Context: an optimization exercise on an open-source flow, tuned for a short achievable clock period and few clock cycles per item. The choices shown serve that exercise and are no tape-out recipe.
No functional check of the RTL was part of any run shown here.
Power and IR drop assume default switching activity.

`config.mk`:
```
export PLATFORM = sky130hd
export DESIGN_NAME = ppm_frame_decoder_calibrated
export DESIGN_NICKNAME = ppm_frame_decoder_calibrated
export VERILOG_FILES = /design/flow/design.v
export SDC_FILE = /design/flow/constraint.sdc
export NUM_CORES = 4
export LEC_CHECK = 0
export CAP_MARGIN = 20
export CORE_MARGIN = 2
export CORE_UTILIZATION = 40
export PLACE_DENSITY = 0.6
export SLEW_MARGIN = 20
```
`constraint.sdc`:
```
create_clock -name core_clock -period 10.0 [get_ports {i_clk}]
set_input_delay 2.0000 -clock core_clock [delete_from_list [all_inputs] [get_ports {i_clk}]]
set_output_delay 2.0000 -clock core_clock [all_outputs]
set_load 0.01 [all_outputs]
```
`design.v`:
```
package ppmfd_pkg;
    localparam int AXIS_CHANNELS = 4;
    localparam int CH_W          = 2;
    localparam int US_W          = 16;
    localparam int AXIS_W        = 8;
    localparam int CFG_IDX_W     = 3;
    localparam int DIV_CNT_W     = $clog2(AXIS_W);
    typedef logic [US_W-1:0]      t_us;
    typedef logic [AXIS_W-1:0]    t_axis;
    typedef logic [CFG_IDX_W-1:0] t_cfg_idx;
    typedef logic [CH_W-1:0]      t_ch;
    localparam t_cfg_idx CFG_CALIBRATE  = t_cfg_idx'(0);
    localparam t_cfg_idx CFG_BUTTON_THR = t_cfg_idx'(1);
    localparam t_cfg_idx CFG_SYNC_MIN   = t_cfg_idx'(2);
    localparam t_cfg_idx CFG_SYNC_MAX   = t_cfg_idx'(3);
    localparam t_cfg_idx CFG_CAL_STEP   = t_cfg_idx'(4);
    localparam t_cfg_idx CFG_JITTER     = t_cfg_idx'(5);
    localparam logic RST_CALIBRATE  = 1'b1;
    localparam t_us  RST_BUTTON_THR = t_us'(1500);
    localparam t_us  RST_SYNC_MIN   = t_us'(5000);
    localparam t_us  RST_SYNC_MAX   = t_us'(20000);
    localparam t_us  RST_CAL_STEP   = t_us'(200);
    localparam t_us  RST_JITTER     = t_us'(20);
    localparam t_us  RST_BOUND      = t_us'(1500);
    localparam t_axis AXIS_FULL = t_axis'(255);
endpackage
module ppm_frame_decoder_calibrated #(
    parameter int FRAME_SLOTS = 7
) (
    input  logic         i_clk,
    input  logic         i_rst_n,
    input  logic         i_in_valid,
    output logic         o_in_ready,
    input  ppmfd_pkg::t_us i_in_interval_us,
    output logic         o_out_valid,
    input  logic         i_out_ready,
    output ppmfd_pkg::t_axis o_out_axis_x,
    output ppmfd_pkg::t_axis o_out_axis_y,
    output ppmfd_pkg::t_axis o_out_axis_rx,
    output ppmfd_pkg::t_axis o_out_axis_ry,
    output logic         o_out_button_a,
    output logic         o_out_button_b,
    input  logic         i_cfg_valid,
    output logic         o_cfg_ready,
    input  ppmfd_pkg::t_cfg_idx i_cfg_idx,
    input  ppmfd_pkg::t_us i_cfg_data
);
    localparam int NCH    = ppmfd_pkg::AXIS_CHANNELS;
    localparam int W      = ppmfd_pkg::US_W;
    localparam int AW     = ppmfd_pkg::AXIS_W;
    localparam int SLOT_W = $clog2(FRAME_SLOTS);
    localparam logic [SLOT_W-1:0] LAST_SLOT  = SLOT_W'(FRAME_SLOTS - 1);
    localparam int BTN_A_SLOT = NCH + 1;
    localparam int BTN_B_SLOT = NCH + 2;
    localparam int CH_Y  = 0;
    localparam int CH_RY = 1;
    localparam int CH_RX = 2;
    localparam int CH_X  = 3;
    localparam int FIFO_D  = 2;
    localparam int FIFO_AW = 1;
    localparam int RES_W   = 4 * AW + 2;
    localparam int OWED_OPEN = FIFO_D;
    localparam int OWED_W    = 3;
    localparam int DIV_STEPS = AW / 2;
    localparam int TW        = W + 4;
    logic                 r_rst;
    logic                 r_iv;
    ppmfd_pkg::t_us       r_iv_data;
    logic                 r_cv;
    ppmfd_pkg::t_cfg_idx  r_cv_idx;
    ppmfd_pkg::t_us       r_cv_data;
    logic                 r_ready;
    always_ff @(posedge i_clk) begin
        r_rst     <= !i_rst_n;
        r_iv      <= i_in_valid && r_ready && i_rst_n;
        r_cv      <= i_cfg_valid && r_ready && i_rst_n;
        r_iv_data <= i_in_interval_us;
        r_cv_idx  <= i_cfg_idx;
        r_cv_data <= i_cfg_data;
    end
    assign o_in_ready  = r_ready;
    assign o_cfg_ready = r_ready;
    logic           r_calibrate;
    ppmfd_pkg::t_us r_button_thr;
    ppmfd_pkg::t_us r_sync_min;
    ppmfd_pkg::t_us r_sync_max;
    ppmfd_pkg::t_us r_cal_step;
    ppmfd_pkg::t_us r_jitter;
    logic [SLOT_W-1:0] r_slot;
    ppmfd_pkg::t_us    r_store [FRAME_SLOTS];
    logic              r_resync;
    ppmfd_pkg::t_us    r_min   [NCH];
    ppmfd_pkg::t_us    r_max   [NCH];
    ppmfd_pkg::t_us    r_prev  [NCH];
    ppmfd_pkg::t_axis  r_axis  [NCH];
    logic [DIV_STEPS+2:0] r_stage;
    ppmfd_pkg::t_us r_diff [NCH];
    ppmfd_pkg::t_us r_span [NCH];
    logic           r_j    [NCH];
    logic           r_in   [NCH];
    logic           r_full [NCH];
    logic           r_btn_a, r_btn_b;
    ppmfd_pkg::t_us   r_rem [NCH];
    ppmfd_pkg::t_axis r_sh  [NCH];
    logic [OWED_W-1:0]  r_owed;
    logic               r_out_valid;
    logic [RES_W-1:0]   r_out;
    logic [RES_W-1:0]   r_fifo [FIFO_D];
    logic [FIFO_AW-1:0] r_rd, r_wr;
    logic [FIFO_AW:0]   r_cnt;
    logic [SLOT_W-1:0] n_slot;
    logic              w_sync_hit;
    logic              w_close;
    logic              w_drop;
    logic              w_good;
    always_comb begin
        n_slot     = (r_slot == LAST_SLOT) ? '0 : r_slot + SLOT_W'(1);
        w_sync_hit = r_resync && (r_iv_data > r_sync_min) && (r_iv_data < r_sync_max);
        w_close    = r_iv && (n_slot == LAST_SLOT);
        w_drop     = !w_sync_hit && (r_store[0] < r_sync_min);
        w_good     = w_close && !w_drop;
    end
    logic [W+1:0] w_lo_room  [NCH];
    logic [W+1:0] w_hi_room  [NCH];
    logic [W+1:0] w_jit_dn   [NCH];
    logic [W+1:0] w_jit_up   [NCH];
    logic         w_cal_lo   [NCH];
    logic         w_cal_hi   [NCH];
    logic         w_j        [NCH];
    ppmfd_pkg::t_us w_p_lo   [NCH];
    ppmfd_pkg::t_us w_hi_p   [NCH];
    ppmfd_pkg::t_us w_hi_lo  [NCH];
    ppmfd_pkg::t_us w_a_diff [NCH];
    ppmfd_pkg::t_us w_a_span [NCH];
    logic         w_a_in     [NCH];
    logic         w_a_full   [NCH];
    always_comb begin
        for (int c = 0; c < NCH; c++) begin
            w_lo_room[c] = {2'b0, r_min[c]} - {2'b0, r_store[c + 1]} - {2'b0, r_cal_step};
            w_hi_room[c] = {2'b0, r_store[c + 1]} - {2'b0, r_max[c]} - {2'b0, r_cal_step};
            w_cal_lo[c]  = r_calibrate && (r_store[c + 1] < r_min[c]) && w_lo_room[c][W+1];
            w_cal_hi[c]  = r_calibrate && (r_store[c + 1] > r_max[c]) && w_hi_room[c][W+1];
            w_jit_dn[c]  = {2'b0, r_prev[c]} - {2'b0, r_store[c + 1]} - {2'b0, r_jitter};
            w_jit_up[c]  = {2'b0, r_store[c + 1]} - {2'b0, r_prev[c]} - {2'b0, r_jitter};
            w_j[c]       = (r_prev[c] > r_store[c + 1]) ? w_jit_dn[c][W+1] : w_jit_up[c][W+1];
            w_p_lo[c]    = r_store[c + 1] - r_min[c];
            w_hi_p[c]    = r_max[c] - r_store[c + 1];
            w_hi_lo[c]   = r_max[c] - r_min[c];
            w_a_diff[c]  = w_cal_lo[c] ? '0 : w_p_lo[c];
            if (w_cal_lo[c])      w_a_span[c] = w_cal_hi[c] ? '0 : w_hi_p[c];
            else if (w_cal_hi[c]) w_a_span[c] = w_p_lo[c];
            else                  w_a_span[c] = w_hi_lo[c];
            w_a_in[c]    = !w_cal_lo[c] && !w_cal_hi[c] && (r_max[c] > r_min[c])
                           && (r_store[c + 1] > r_min[c]) && (r_store[c + 1] < r_max[c]);
            if (w_cal_lo[c])      w_a_full[c] = 1'b0;
            else if (w_cal_hi[c]) w_a_full[c] = r_store[c + 1] > r_min[c];
            else                  w_a_full[c] = (r_max[c] > r_min[c]) && (r_store[c + 1] >= r_max[c]);
        end
    end
    logic [W+AW-1:0]  w_num  [NCH];
    logic [TW-1:0]    w_trial [NCH];
    logic [TW-1:0]    w_t1 [NCH];
    logic [TW-1:0]    w_t2 [NCH];
    logic [TW-1:0]    w_t3 [NCH];
    ppmfd_pkg::t_us   w_rem_next [NCH];
    logic [1:0]       w_digit [NCH];
    always_comb begin
        for (int c = 0; c < NCH; c++) begin
            w_num[c]   = {r_diff[c], {AW{1'b0}}} - {{AW{1'b0}}, r_diff[c]};
            w_trial[c] = {2'b0, r_rem[c], r_sh[c][AW-1:AW-2]};
            w_t1[c]    = w_trial[c] - {4'b0, r_span[c]};
            w_t2[c]    = w_trial[c] - {3'b0, r_span[c], 1'b0};
            w_t3[c]    = w_trial[c] - {4'b0, r_span[c]} - {3'b0, r_span[c], 1'b0};
            if (!w_t3[c][TW-1]) begin
                w_digit[c]    = 2'd3;
                w_rem_next[c] = w_t3[c][W-1:0];
            end else if (!w_t2[c][TW-1]) begin
                w_digit[c]    = 2'd2;
                w_rem_next[c] = w_t2[c][W-1:0];
            end else if (!w_t1[c][TW-1]) begin
                w_digit[c]    = 2'd1;
                w_rem_next[c] = w_t1[c][W-1:0];
            end else begin
                w_digit[c]    = 2'd0;
                w_rem_next[c] = w_trial[c][W-1:0];
            end
        end
    end
    logic             w_f_v;
    ppmfd_pkg::t_axis w_axis_new [NCH];
    logic [RES_W-1:0] w_res;
    always_comb begin
        w_f_v = r_stage[DIV_STEPS+2];
        for (int c = 0; c < NCH; c++) begin
            if (r_j[c]) begin
                if (r_in[c])        w_axis_new[c] = r_sh[c];
                else if (r_full[c]) w_axis_new[c] = ppmfd_pkg::AXIS_FULL;
                else                w_axis_new[c] = '0;
            end else begin
                w_axis_new[c] = r_axis[c];
            end
        end
        w_res = {w_axis_new[CH_X], w_axis_new[CH_Y], w_axis_new[CH_RX], w_axis_new[CH_RY],
                 r_btn_a, r_btn_b};
    end
    logic w_take;
    logic w_free;
    logic w_push_fifo;
    logic w_pop_fifo;
    logic [OWED_W-1:0] w_owed_up;
    always_comb begin
        w_take      = r_out_valid && i_out_ready;
        w_free      = !r_out_valid || i_out_ready;
        w_pop_fifo  = w_free && (r_cnt != '0);
        w_push_fifo = w_f_v && !(w_free && (r_cnt == '0));
        w_owed_up   = r_owed + OWED_W'(w_good);
    end
    always_ff @(posedge i_clk) begin
        if (w_free) begin
            if (r_cnt != '0) r_out <= r_fifo[r_rd];
            else             r_out <= w_res;
        end
        r_out_valid <= i_rst_n && !r_rst && (r_out_valid && !i_out_ready
                                              || r_cnt != '0 || w_f_v);
        if (w_push_fifo) r_fifo[r_wr] <= w_res;
        if (r_rst) begin
            r_rd    <= '0;
            r_wr    <= '0;
            r_cnt   <= '0;
            r_owed  <= '0;
            r_ready <= 1'b1;
        end else begin
            if (w_pop_fifo)  r_rd <= r_rd + FIFO_AW'(1);
            if (w_push_fifo) r_wr <= r_wr + FIFO_AW'(1);
            r_cnt   <= r_cnt + (FIFO_AW+1)'(w_push_fifo) - (FIFO_AW+1)'(w_pop_fifo);
            r_owed  <= w_owed_up - OWED_W'(w_take);
            r_ready <= (w_owed_up <= OWED_W'(OWED_OPEN));
        end
    end
    always_ff @(posedge i_clk) begin
        if (r_rst) begin
            r_calibrate  <= ppmfd_pkg::RST_CALIBRATE;
            r_button_thr <= ppmfd_pkg::RST_BUTTON_THR;
            r_sync_min   <= ppmfd_pkg::RST_SYNC_MIN;
            r_sync_max   <= ppmfd_pkg::RST_SYNC_MAX;
            r_cal_step   <= ppmfd_pkg::RST_CAL_STEP;
            r_jitter     <= ppmfd_pkg::RST_JITTER;
            r_slot       <= '0;
            r_resync     <= 1'b0;
            r_stage      <= '0;
            for (int k = 0; k < FRAME_SLOTS; k++) begin
                r_store[k] <= '0;
            end
            for (int k = 0; k < NCH; k++) begin
                r_min[k]  <= ppmfd_pkg::RST_BOUND;
                r_max[k]  <= ppmfd_pkg::RST_BOUND;
                r_prev[k] <= '0;
                r_axis[k] <= '0;
            end
        end else begin
            if (r_cv) begin
                case (r_cv_idx)
                    ppmfd_pkg::CFG_CALIBRATE:  r_calibrate  <= r_cv_data[0];
                    ppmfd_pkg::CFG_BUTTON_THR: r_button_thr <= r_cv_data;
                    ppmfd_pkg::CFG_SYNC_MIN:   r_sync_min   <= r_cv_data;
                    ppmfd_pkg::CFG_SYNC_MAX:   r_sync_max   <= r_cv_data;
                    ppmfd_pkg::CFG_CAL_STEP:   r_cal_step   <= r_cv_data;
                    ppmfd_pkg::CFG_JITTER:     r_jitter     <= r_cv_data;
                    default: ;
                endcase
            end
            if (r_iv) begin
                r_store[n_slot] <= r_iv_data;
                if (w_sync_hit) begin
                    r_store[0] <= r_iv_data;
                    r_slot     <= '0;
                    r_resync   <= 1'b0;
                end else begin
                    r_slot <= n_slot;
                end
                if (w_close && w_drop) begin
                    r_resync <= 1'b1;
                end
            end
            r_stage <= {r_stage[DIV_STEPS+1:0], w_good};
            if (r_stage[0]) begin
                for (int c = 0; c < NCH; c++) begin
                    if (w_cal_lo[c]) r_min[c] <= r_store[c + 1];
                    if (w_cal_hi[c]) r_max[c] <= r_store[c + 1];
                    r_prev[c] <= r_store[c + 1];
                end
            end
            if (w_f_v) begin
                for (int c = 0; c < NCH; c++) begin
                    r_axis[c] <= w_axis_new[c];
                end
            end
        end
    end
    always_ff @(posedge i_clk) begin
        if (r_stage[0]) begin
            for (int c = 0; c < NCH; c++) begin
                r_diff[c] <= w_a_diff[c];
                r_span[c] <= w_a_span[c];
                r_j[c]    <= w_j[c];
                r_in[c]   <= w_a_in[c];
                r_full[c] <= w_a_full[c];
            end
            r_btn_a <= !(r_store[BTN_A_SLOT] > r_button_thr);
            r_btn_b <= !(r_store[BTN_B_SLOT] > r_button_thr);
        end
        for (int c = 0; c < NCH; c++) begin
            if (r_stage[1]) begin
                r_rem[c] <= w_num[c][W+AW-1:AW];
                r_sh[c]  <= w_num[c][AW-1:0];
            end else begin
                r_rem[c] <= w_rem_next[c];
                r_sh[c]  <= {r_sh[c][AW-3:0], w_digit[c]};
            end
        end
    end
    assign o_out_valid = r_out_valid;
    assign {o_out_axis_x, o_out_axis_y, o_out_axis_rx, o_out_axis_ry,
            o_out_button_a, o_out_button_b} = r_out;
endmodule
```
`run.sh`:
```
#!/bin/bash
# synth_recipe.tcl (not shown) runs the flow's synth.tcl, then flattens the netlist and writes it again
# the make line also repeats each setting of config.mk as NAME=value (left out here)
make -C /OpenROAD-flow-scripts/flow DESIGN_CONFIG=/design/flow/config.mk WORK_HOME=/design/flow/orfs CLKGATE_MAP_FILE= SYNTH_SCRIPT=/design/flow/synth_recipe.tcl finish
```
==> results.json, run 1 <==
{
  "worstPathMaxFanout": 28,
  "crit_required_ps": 10500,
  "viasPerCell": 5.75,
  "reg2reg_slack_ps": 4070,
  "grt_pass1_vias": 55400,
  "rsz0062_at_grt": "no",
  "dp_slack_ps": 4230,
  "ioPinCount": 77,
  "cap_violations": 0,
  "hold_class": "flop to flop",
  "p_leak_nw": 32.0,
  "syn_to_final_growth_pct": 9.49,
  "yosysUniqueCellTypes": 94,
  "synth_edf_count": 356,
  "ys_ff_latch": 816,
  "fmax_mhz": 169,
  "critPathKind": "flop to flop",
  "grt_pass1_wl_mm": 335,
  "grt_overflow": 0,
  "cts_root_buf": "clkbuf_16",
  "drtIter0Drc": 4852,
  "clk_latency_ps": 780,
  "gp_congestion": 0.961,
  "yosys_warnings": 34,
  "clk_pin_slew_ps": 60,
  "h-tree-depth": 3,
  "tns_ps": 0,
  "num-nets-final": 8906,
  "fill_cells": 16600,
  "grt_max_degree": 169,
  "crit_path_start_kind": "flop",
  "antenna_found_initial": 3,
  "initial_core_util": 0.404,
  "ant_nets": 0,
  "syn_area_per_cell_um2": 8.58,
  "routed_wl_mm": 219,
  "period_needed_ps": 5930,
  "cts_tree": "yes",
  "drive_gt1_frac": 0.0482,
  "setup_violations": 0,
  "fin_util": 0.442,
  "core_area_um2": 170000,
  "finalCritPeriodShare": 0.593,
  "fin_area_um2": 75000,
  "grt_usage": 0.245,
  "cts_sinks": 816,
  "fin_ws_ps": 4070,
  "syn_inst": 7983,
  "firstDrtPassIters": 7,
  "die_area_um2": 174000,
  "p_per_area_nw_per_um2": 202,
  "numCtsBuffers": 102,
  "finClkSkew_ps": 61.2,
  "chipWidth_um": 418,
  "placed_cell_area_um2": 71300,
  "status": "no timing/DRC/antenna violations",
  "hold_buffers": 0,
  "holdWs_ps": 434,
  "yosysSeqAreaShare": 0.291,
  "final_cells": 10200,
  "fp.dieH_um": 418,
  "maxSlewHeadroom": 0.246,
  "synthArstFlopShare": 0,
  "cts_setup_buffers": 0,
  "wl_per_cell_um": 21.5,
  "worstPathArrival_ps": 6430,
  "synth_flop_cell": "dfxtp_1",
  "slew_viol_final": 0,
  "route.detailed.drc": 0,
  "max_slew.worst_pin.slew_ps": 1130,
  "cts_buffer_depth": 3,
  "report.final.hold_viol_count": 0,
  "worst_ir_drop_vdd_mv": 0.178,
  "p_total_mw": 15.2,
  "rows": 151,
  "synth_nets": 8999,
  "cts_resized": 0,
  "num_vias": 58600,
  "end_kind": "flop",
  "dp.cells": 10000,
  "portBuffers": 76,
  "hpwlAfterDp_mm": 168,
  "synth.cell_area_um2": 68500
}
[per-layer routing]
metal,GRT usage,vias up,part of all wire
met3,0.0350,340,0.067
met4,0.0777,0,0.034
li1,-,28300,-
met2,0.374,1962,0.43
met5,0,-,0
met1,0.354,28000,0.47
[worst paths after layout]
check                                                  from                 endpoint  cells past startpoint
worst max-delay path            r_store[3][0]$_SDFFCE_PN0P_  r_span[2][15]$_DFFE_PP_                     21
worst min-delay path                  r_stage[5]$_SDFF_PP0_    r_stage[6]$_SDFF_PP0_                      1
worst max register to register  r_store[3][0]$_SDFFCE_PN0P_  r_span[2][15]$_DFFE_PP_                     21
worst min register to register        r_stage[5]$_SDFF_PP0_    r_stage[6]$_SDFF_PP0_                      1
[state kept, by name, summed over array words and instances, names as in the netlist, 4 cells and up, named ones only]
name / flops
r_store: 112
r_cv_data: 16
r_jitter: 16
r_sync_max: 16
r_span: 64
r_sync_min: 16
r_out: 34
r_in: 4
r_rem: 64
r_stage: 7
r_sh: 32
r_prev: 64
r_cal_step: 16
r_j: 4
r_fifo: 68
r_axis: 32
r_full: 4
r_diff: 64
r_max: 64
r_button_thr: 16
r_min: 64
r_iv_data: 16
[report_power, final]
group	internal, mW	leakage (nW)	switching [mW]
registers	3.87	7.20	0.310
logic	3.03	23.0	3.90
clock network	2.35	1.76	1.68
total	9.26	32.0	5.89
[cell usage after synthesis, drive strengths merged, types with 80 or more instances]
cell type	instances	area, µm²
a21o	298	2240
a21oi	694	3480
clkbuf	277	1040
dfxtp	460	9210
edfxtp	356	10700
ha	936	11700
inv	667	2500
mux2	80	905
mux2i	271	2710
nand2	687	2580
nand3	111	556
nand4	80	500
nor2	604	2270
nor2b	138	863
nor3	141	717
o211ai	129	968
o21a	113	848
o21ai	369	1850
xnor2	334	2930
xor2	169	1480
[worst max-delay path: stages (launching register included)]
cell       delay, ps
edfxtp_1         520
inv_1            180
ha_1             180
inv_1             50
fa_1             390
a21oi_1          230
o22ai_1          150
o41a_1           360
a21oi_1          350
o21ai_0          160
a21oi_1          190
xnor2_1          150
ha_1             270
a2111oi_0        480
nand2_1          110
o21a_1           200
a21oi_1          200
or3b_1           360
buf_4            240
nand2_1          340
and3b_1          240
a211o_1          280
[final cells by class]
type                    count  area [µm²]  area share
multi-input cells        6166       44900       0.599
flip-flops and latches    816       19900       0.266
clock buffers             139        2950      0.0393
well taps                2218        2780      0.0370
inverters                 669        2510      0.0335
repair buffers            135        1230      0.0164
clock inverters            55         707     0.00943
diodes                      3        7.51    0.000100
[cell usage in the layout (no fill, tap or decap), types with 68 or more instances in the layout]
master / netlist / layout
ha_1: 936 / 936
a21oi_1: 693 / 691
nand2_1: 687 / 687
inv_1: 667 / 666
nor2_1: 602 / 599
dfxtp_1: 460 / 455
o21ai_0: 364 / 360
edfxtp_1: 356 / 356
xnor2_1: 334 / 334
a21o_1: 298 / 298
mux2i_1: 271 / 271
xor2_1: 169 / 169
nor3_1: 140 / 139
nor2b_1: 138 / 138
o211ai_1: 129 / 129
o21a_1: 113 / 113
nand3_1: 111 / 111
clkbuf_16: 0 / 108
nand4_1: 80 / 80
mux2_2: 79 / 79
a31oi_1: 77 / 77
nand2b_1: 77 / 76
clkdlybuf4s50_1: 0 / 76
o21bai_1: 71 / 71
and2_1: 68 / 68
[cell families after synthesis]
family / after synthesis / synth area share
XOR/XNOR: 503 / 0.0643
adder cells (fa/ha/maj): 976 / 0.183
buffers and inverters: 1001 / 0.0557
AND/OR/NAND/NOR: 2138 / 0.146
multiplexers: 351 / 0.0528
AO/OA/AOI/OAI: 2198 / 0.208
flip-flops: 816 / 0.291
==> inputs of run 2 (changes only) <==
--- a/config.mk
+++ b/config.mk
@@ -9,4 +9,5 @@
 export CORE_MARGIN = 2
-export CORE_UTILIZATION = 40
-export PLACE_DENSITY = 0.6
+export CORE_UTILIZATION = 60
+export PLACE_DENSITY = 0.7
+export SETUP_SLACK_MARGIN = 5
 export SLEW_MARGIN = 20
==> results.json, run 2 <==
{
  "worstPathArrival_ps": 5390,
  "layout_common_cells": "ha_1 (916), nand2_1 (681), a21oi_1 (663)",
  "yosysSeqAreaShare": 0.291,
  "synth_commonest_cells": "ha_1 (936), a21oi_1 (693), nand2_1 (687)",
  "synth_flop_cell": "dfxtp_1",
  "crit_path_start_kind": "flop",
  "rsz0062_at_grt": "yes",
  "initial_core_util": 0.607,
  "h-tree-depth": 3,
  "max_slew.worst_pin.slew_ps": 1110,
  "synth_nets": 8999,
  "crit_top_cell": "ha_1",
  "synth_top_area_share": 0.171,
  "hold_buffers": 0,
  "cts_tree": "yes",
  "clk_pin_slew_ps": 60,
  "chipWidth_um": 342,
  "end_kind": "flop",
  "cp-startpoint": "r_store[1][1]$_SDFFCE_PN0P_",
  "rr_worst_depth": 15,
  "fmax_mhz": 202,
  "grt_pass1_wl_mm": 323,
  "drtIter0Drc": 5425,
  "dp.cells": 9287,
  "cap_violations": 0,
  "clk_latency_ps": 710,
  "hpwlAfterDp_mm": 160,
  "antenna_found_initial": 6,
  "synth_most_common_cell": "ha_1",
  "viasPerCell": 6.25,
  "p_leak_nw": 32.7,
  "die_area_um2": 117000,
  "maxSlewHeadroom": 0.241,
  "final_cells": 9596,
  "ys_ff_latch": 816,
  "ant_nets": 0,
  "setup_violations": 0,
  "wl_per_cell_um": 22.2,
  "path_buf_inv": 1,
  "finClkSkew_ps": 28.8,
  "ys_top_cells_by_area": "ha_1 (17%), edfxtp_1 (16%), dfxtp_1 (13%)",
  "r2r_end": "r_j[0]$_DFFE_PP_",
  "gp_congestion": 0.973,
  "grt_overflow": 0,
  "cts_buffer_depth": 3,
  "path_delay_family": "compound AO/OA/AOI/OAI gates",
  "worst_ir_drop_vdd_mv": 0.155,
  "numCtsBuffers": 93,
  "critPathKind": "flop to flop",
  "multi_input_area_um2": 45700,
  "firstDrtPassIters": 6,
  "synth_top_area_cell": "ha_1",
  "tns_ps": 0,
  "r2r_start": "r_store[1][1]$_SDFFCE_PN0P_",
  "slowest_delay_ps": 490,
  "final_common_cell": "ha_1",
  "core_area_um2": 113000,
  "yosys_warnings": 34,
  "fp.dieH_um": 342,
  "reg_top3": "r_store: 112 flops, r_fifo: 68 flops",
  "grt_usage": 0.352,
  "drive_gt1_frac": 0.0802,
  "grt_max_degree": 82,
  "route.detailed.drc": 0,
  "num-nets-final": 9028,
  "cts_root_buf": "clkbuf_16",
  "reg2reg_slack_ps": 5060,
  "num_vias": 60000,
  "cp.depth": 15,
  "cp_cell_sequence": "ha_1, nor2b_1, o31ai_4, a31oi_4, nor3b_1, o41ai_4, buf_12, mux2_2, a221o_2, a221oi_4, mux2_4, a2111oi_4, ha_1, nand3_1, o2bb2ai_1",
  "fill_cells": 9307,
  "syn_inst": 7983,
  "ioPinCount": 77,
  "seq_area_um2": 19900,
  "worstPathMaxFanout": 14,
  "portBuffers": 76,
  "synth_edf_count": 356,
  "slew_viol_final": 0,
  "crit_required_ps": 10450,
  "grt_pass1_vias": 56300,
  "syn_to_final_growth_pct": 10.6,
  "synth.cell_area_um2": 68500,
  "top_register": "r_store",
  "status": "no timing/DRC/antenna violations",
  "rows": 123,
  "finalCritPeriodShare": 0.494,
  "cts_sinks": 816,
  "yosysUniqueCellTypes": 94,
  "period_needed_ps": 4940,
  "hold_start": "r_stage[5]$_SDFF_PP0_",
  "slowest_stage": "edfxtp_1",
  "p_per_area_nw_per_um2": 197,
  "hold_class": "flop to flop",
  "routed_wl_mm": 213,
  "largest_reg_flops": 112,
  "syn_area_per_cell_um2": 8.58,
  "report.final.hold_viol_count": 0,
  "crit_end": "r_j[0]$_DFFE_PP_",
  "synthArstFlopShare": 0
}
## run 2: power by group
| group | switching [mW] | leakage, nW | internal [mW] | total [mW] |
|---|---|---|---|---|
| clock network | 1.50 | 1.54 | 2.07 | 3.57 |
| logic | 4.00 | 23.9 | 3.18 | 7.18 |
| registers | 0.280 | 7.20 | 3.87 | 4.15 |
| total | 5.78 | 32.7 | 9.12 | 14.9 |
## run 2: layout make-up
type / count / area share
Antenna cell: 4 / 0.000132
Inverter: 669 / 0.0334
Tap cell: 1500 / 0.0248
Multi-Input combinational cell: 6168 / 0.603
Sequential cell: 816 / 0.263
Clock inverter: 47 / 0.00677
Clock buffer: 128 / 0.0350
Timing Repair Buffer: 264 / 0.0337
## run 2: per-layer routing
metal	GRT usage	vias up	share of wire
met2	0.558	2307	0.44
met4	0.126	8	0.040
met1	0.481	28700	0.43
met5	0	-	0.00024
li1	-	28600	-
met3	0.0627	428	0.083
## run 2: cells by family (layout without fill, tap and decap cells)
kind of cell	after synthesis	in the layout	synth area share
adder cells (fa/ha/maj)	976	976	0.183
AO/OA/AOI/OAI	2198	2198	0.208
other	0	4	0
AND/OR/NAND/NOR	2138	2140	0.146
flip-flops	816	816	0.291
buffers and inverters	1001	1108	0.0557
XOR/XNOR	503	503	0.0643
multiplexers	351	351	0.0528
## run 2: worst register-to-register path: cells and delay by family (launching register included)
family / cells / cell delay, ps
compound gates: 7 / 2190
mux: 2 / 710
fa+ha+maj: 2 / 660
flops: 1 / 490
simple gates: 3 / 450
buf+inv: 1 / 200
## run 2: what timing repair did
action,4_1_cts,5_1_grt
cloned,4,7
pin swaps,10,58
setup buffers,44,75
setup endpoints to repair,270,295
resized for setup,84,185
## run 2: worst min-delay path by stage
stage / cells after the start / slack [ps] / to
3_5_place_dp: 1 / 430 / r_stage[5]$_SDFF_PP0_
5_1_grt: 1 / 460 / r_stage[6]$_SDFF_PP0_
3_3_place_gp: 1 / 420 / r_stage[5]$_SDFF_PP0_
4_1_cts: 1 / 450 / r_stage[6]$_SDFF_PP0_
6_report: 1 / 440 / r_stage[6]$_SDFF_PP0_
2_1_floorplan: 1 / 410 / r_stage[3]$_SDFF_PP0_
## run 2: stage by stage
stage               hold slack [ps]  utilization  total power, mW  setup WS, ps  area, µm²
finish                          443        0.671             14.9          5060      75700
global route                    457        0.671             15.8          4860      75700
CTS                             446        0.659             14.7          4890      74300
detailed placement              434        0.624             11.0          4130      70400
global placement                421        0.624             10.9          4120      70400
floorplan                       414            -             9.37          5050      68500

## port drivers added, routing unchanged
The flow's constraints put no driver on any port. The routed layouts listed below were extracted and timed again, unchanged, in two steps. Step 1 sets driving cells, clkbuf_16 on the clock port and buf_2 on the other inputs (assumed; they add their load-dependent delay and slew). Step 2 moves the port delays by t, midway between the first and last clock arrival at a register: inputs arrive t later, outputs are due t later. That takes back most of the time a late clock gives input paths. Three values: ideal ports, drivers, drivers and shift; two values: the first two.
run	t (ns)	setup WS [ns]	clock arrival spread, ns
run 1	0.828	4.072 / 4.072 / 4.072	0.067 / 0.067
run 2	0.777	5.055 / 5.055 / 5.055	0.031 / 0.030
After both steps setup and hold are still met in every run listed.
